This is an optimization exercise on Yosys and OpenROAD, whose aim is small area, not a production implementation. The RTL was checked by simulation tests, not by an equivalence proof against the original design. Power figures rest on the tool's default switching activity, not on a simulated workload.

## v6
==> module branch_pred, before the edit <==
module branch_pred (
  input  logic           clk_in,
  input  logic           rst_N_in,           
  output logic           l1i_req_valid,
  output logic [63:0]    l1i_req_addr,
  input  logic           l1i_req_ready,
  input  logic           l1i_valid,
  input  logic [511:0]   l1i_line,           
  input  logic           x_resolve_valid,
  input  logic [64:0]    x_resolve,          
  input  logic           x_redirect_valid,
  input  logic [82:0]    x_redirect,         
  output logic           window_valid,
  output logic [354:0]   window,             
  output logic [63:0]    pred_pc
);
  localparam logic [2:0] K_B     = 3'd1;
  localparam logic [2:0] K_BL    = 3'd2;
  localparam logic [2:0] K_RET   = 3'd3;
  localparam logic [2:0] K_BCOND = 3'd4;
  logic          line_valid;
  logic [63:2]   cur_pc;           
  logic [63:2]   next_pc;
  logic          dec_valid;
  logic [11:0]   dec_kind;
  logic [15:0]   dec_cond;
  logic [103:0]  dec_sum;
  logic [3:0]    dec_carry;
  logic [3:0]    slot_taken;
  logic [63:2]   ras_top;
  logic          ras_push;
  logic          ras_pop;
  logic [63:2]   push_addr;
  logic [3:0]    s;                
  logic [3:0]    alive;            
  logic [3:0]    term;             
  logic [3:0]    is_bl, is_ret;
  logic [63:2]   tgt [4];          
  logic [63:2]   seq_pc;
  logic [63:6]   line_up;          
  assign s = cur_pc[5:2];
  fetch_pc_stage u_fetch (
    .clk_in(clk_in), .rst_N_in(rst_N_in),
    .next_valid(dec_valid), .next_pc(next_pc),
    .redirect_valid(x_redirect_valid), .redirect(x_redirect),
    .l1i_req_ready(l1i_req_ready), .l1i_valid(l1i_valid),
    .l1i_req_valid(l1i_req_valid), .l1i_req_addr(l1i_req_addr),
    .line_valid(line_valid), .cur_pc(cur_pc)
  );
  predecode_stage u_predecode (
    .clk_in(clk_in), .rst_N_in(rst_N_in),
    .line_valid(line_valid), .line(l1i_line), .word_idx(s), .pc_mid(cur_pc[14:6]),
    .flush(x_redirect_valid),
    .dec_valid(dec_valid), .dec_kind(dec_kind), .dec_cond(dec_cond),
    .dec_sum(dec_sum), .dec_carry(dec_carry)
  );
  gshare_pht u_pht (
    .clk_in(clk_in), .rst_N_in(rst_N_in),
    .lookup_grp(cur_pc[7:6]), .lookup_word(s), .lookup_taken(slot_taken),
    .train_valid(x_resolve_valid), .train_idx(x_resolve[8:3]), .train_taken(x_resolve[0])
  );
  return_stack u_ras (
    .clk_in(clk_in), .rst_N_in(rst_N_in),
    .push(ras_push), .push_addr(push_addr),
    .pop(ras_pop), .top(ras_top)
  );
  logic [63:28]  hi, hi_up, hi_dn;
  logic [27:6]   mid_up;
  assign hi     = cur_pc[63:28];
  assign hi_up  = hi + 36'd1;
  assign hi_dn  = hi - 36'd1;
  assign mid_up = cur_pc[27:6] + 22'd1;
  assign line_up = (&cur_pc[27:6]) ? {hi_up, 22'd0} : {hi, mid_up};
  always_comb begin
    logic        live;
    logic [2:0]  k;
    logic [12:0] offh;
    logic [13:0] c;
    logic [26:0] lo;
    logic        jmp, up, dn;
    live    = 1'b1;
    window  = '0;
    window[354:291] = {cur_pc, 2'b00};
    for (int i = 0; i < 4; i++) begin
      k         = dec_kind[3*i +: 3];
      live      = live && (i == 0 || 5'(s) + 5'(i) < 5'd16);
      alive[i]  = live;
      is_bl[i]  = live && k == K_BL;
      is_ret[i] = live && k == K_RET;
      term[i]   = live && (k == K_B || k == K_BL || k == K_RET || (k == K_BCOND && slot_taken[i]));
      offh      = dec_sum[26*i + 13 +: 13];
      c[0]      = dec_carry[i];
      for (int b = 0; b < 13; b++) begin
        lo[13 + b] = cur_pc[15 + b] ^ offh[b] ^ c[b];
        c[b+1]     = (cur_pc[15 + b] & offh[b]) | (cur_pc[15 + b] & c[b]) | (offh[b] & c[b]);
      end
      lo[12:0]  = dec_sum[26*i +: 13];
      lo[26]    = c[13];
      jmp       = live && (k == K_B || k == K_BL || k == K_BCOND);
      up        = lo[26] && !offh[12];
      dn        = !lo[26] && offh[12];
      tgt[i][27:2]  = ({26{jmp}} & lo[25:0]) | ({26{is_ret[i]}} & ras_top[27:2]);
      tgt[i][63:28] = ({36{jmp && up}} & hi_up) | ({36{jmp && dn}} & hi_dn)
                    | ({36{jmp && !up && !dn}} & hi) | ({36{is_ret[i]}} & ras_top[63:28]);
      if (live) begin
        window[290:288]        = 3'(i + 1);
        window[72*i + 69 +: 3] = k;
        window[72*i + 68]      = (k == K_BCOND) && slot_taken[i];
        window[72*i + 64 +: 4] = (k == K_BCOND) ? dec_cond[4*i +: 4] : 4'd0;
      end
      window[72*i +: 64] = {tgt[i], 2'b00};
      live = live && !term[i];
    end
  end
  logic [4:0] seq_word;
  assign seq_word = 5'(s) + 5'(window[290:288]);    
  assign seq_pc   = seq_word[4] ? {line_up, 4'd0} : {cur_pc[63:6], seq_word[3:0]};
  always_comb begin
    next_pc = (!dec_valid) ? cur_pc : (term == 4'd0) ? seq_pc : '0;
    for (int i = 0; i < 4; i++) if (dec_valid && term[i]) next_pc = next_pc | tgt[i];
  end
  assign pred_pc   = {next_pc, 2'b00};
  assign push_addr = seq_pc;
  assign ras_push     = dec_valid && (is_bl != 4'd0);
  assign ras_pop      = dec_valid && (is_ret != 4'd0);
  assign window_valid = dec_valid;
endmodule
clock: 12.0 ns
lec_check: 0
abc_area: 1
cap_margin: 25
cell_pad_in_sites_detail_placement: 1
cell_pad_in_sites_global_placement: 2
core_margin: 2
core_utilization: 35
place_density: 0.5
setup_slack_margin: 0.1
slew_margin: 35
standard.sh (not shown) runs the stock make flow with config.mk's settings and CLKGATE_MAP_FILE= SYNTH_SCRIPT=/design/flow/synth_recipe.tcl, a recipe that flattens the netlist after the stock synthesis.
==> flow/flow/run.sh <==
#!/bin/bash
# The standard layout (standard.sh) with these changes: ABC maps the logic
# with dc2 and the &nf mapper (flow/abc_area_nf.script); the ports are buffered
# with buf_1; the clock tree uses clkbuf_8 in clusters of at most 16 sinks and no dummy loads.  The
# synthesis script is the standard flow's own with the abc override inserted after its
# first line.
set -euo pipefail
here=$(pwd)
export MY_ABC_SCRIPT=$here/flow/abc_area_nf.script
{ head -n 1 synth_recipe.tcl; cat flow/abc_override.tcl; tail -n +2 synth_recipe.tcl; } > synth_nf.tcl
bash standard.sh SYNTH_SCRIPT=$here/synth_nf.tcl \
  "BUFFER_PORTS_ARGS=-buffer_cell sky130_fd_sc_hd__buf_1" \
  "CTS_ARGS=-sink_clustering_enable -repair_clock_nets -buf_list {sky130_fd_sc_hd__clkbuf_8} -dont_use_dummy_load -sink_clustering_size 16 -sink_clustering_max_diameter 60" \
  finish > $here/make_flow.log 2>&1
==> flow/flow/abc_area_nf.script <==
strash; dc2; &get -n; &st; &dch; &nf -R 1000; &put
==> flow/flow/abc_override.tcl <==
# ABC maps the logic with the script in MY_ABC_SCRIPT instead of the
# platform's; everything else in synthesis, flip-flop mapping included, stays.
proc abc {args} {
  set i [lsearch -exact $args -script]
  if { $i >= 0 && [info exists ::env(MY_ABC_SCRIPT)] } { lset args [expr {$i + 1}] $::env(MY_ABC_SCRIPT) }
  yosys abc {*}$args
}
[inputs] v7 vs v6
--- a/flow/design.v
+++ b/flow/design.v
@@ -364,13 +364,25 @@
       end
       window[72*i +: 64] = {tgt[i], 2'b00};
       live = live && !term[i];
     end
   end
-  logic [4:0] seq_word;
-  assign seq_word = 5'(s) + 5'(window[290:288]);    
-  assign seq_pc   = seq_word[4] ? {line_up, 4'd0} : {cur_pc[63:6], seq_word[3:0]};
+  always_comb begin
+    logic [4:0] nw;
+    logic       wrap;
+    logic [3:0] word;
+    wrap = 1'b0;
+    word  = '0;
+    for (int j = 0; j < 4; j++) begin
+      nw = 5'(s) + 5'(j + 1);                         
+      if (alive[j] && (j == 3 || !alive[j + 1])) begin
+        wrap = wrap | nw[4];
+        word  = word | nw[3:0];
+      end
+    end
+    seq_pc = wrap ? {line_up, 4'd0} : {cur_pc[63:6], word};
+  end
   always_comb begin
     next_pc = (!dec_valid) ? cur_pc : (term == 4'd0) ? seq_pc : '0;
     for (int i = 0; i < 4; i++) if (dec_valid && term[i]) next_pc = next_pc | tgt[i];
   end
   assign pred_pc   = {next_pc, 2'b00};
==> comparison <==
Compared with v6, in v7 final area shrank by 1.8%, initial cell density of the core held steady, stage delay of the slowest cell on the critical path grew by 0.20 ns.
Higher sum of net half-perimeters after detailed placement goes to v6 over v7.
There was hardly any difference in total core area between v7 and v6.
v7 against v6: power -about 1.8%; combinational fraction of design power -1.2 points.

[re-timing with driven ports]
Ports are ideal in the flow. The routed layouts listed here were re-timed in OpenROAD.
Step 1: set_driving_cell puts a clkbuf_16 on clk_in and a buf_2 on each other input, an assumption about the parent block.
Step 2, shift: input delay + t, output delay - t, t = (earliest + latest rising clock arrival at the registers) / 2. This alone moves slack from input paths to output paths.
Slacks: no drivers / after step 1 / after step 2; pairs: no drivers / after step 1.
run | t (ns) | setup slack, ns | hold slack, ns | worst setup path after step 2 | worst data-port slew with drivers (ns)
v6 | 1.128 | 0.306 / 0.208 / -0.747 | 0.484 / 0.484 / 0.484 | input to register | 0.18
v7 | 1.142 | 0.274 / 0.157 / -0.774 | 0.473 / 0.473 / 0.473 | input to register | 0.20
Met with ideal ports but missed after step 2: setup timing in v6 and v7. For v6, which loses most, drivers alone change the setup slack by -0.098 ns; drivers and shift together by -1.053 ns.
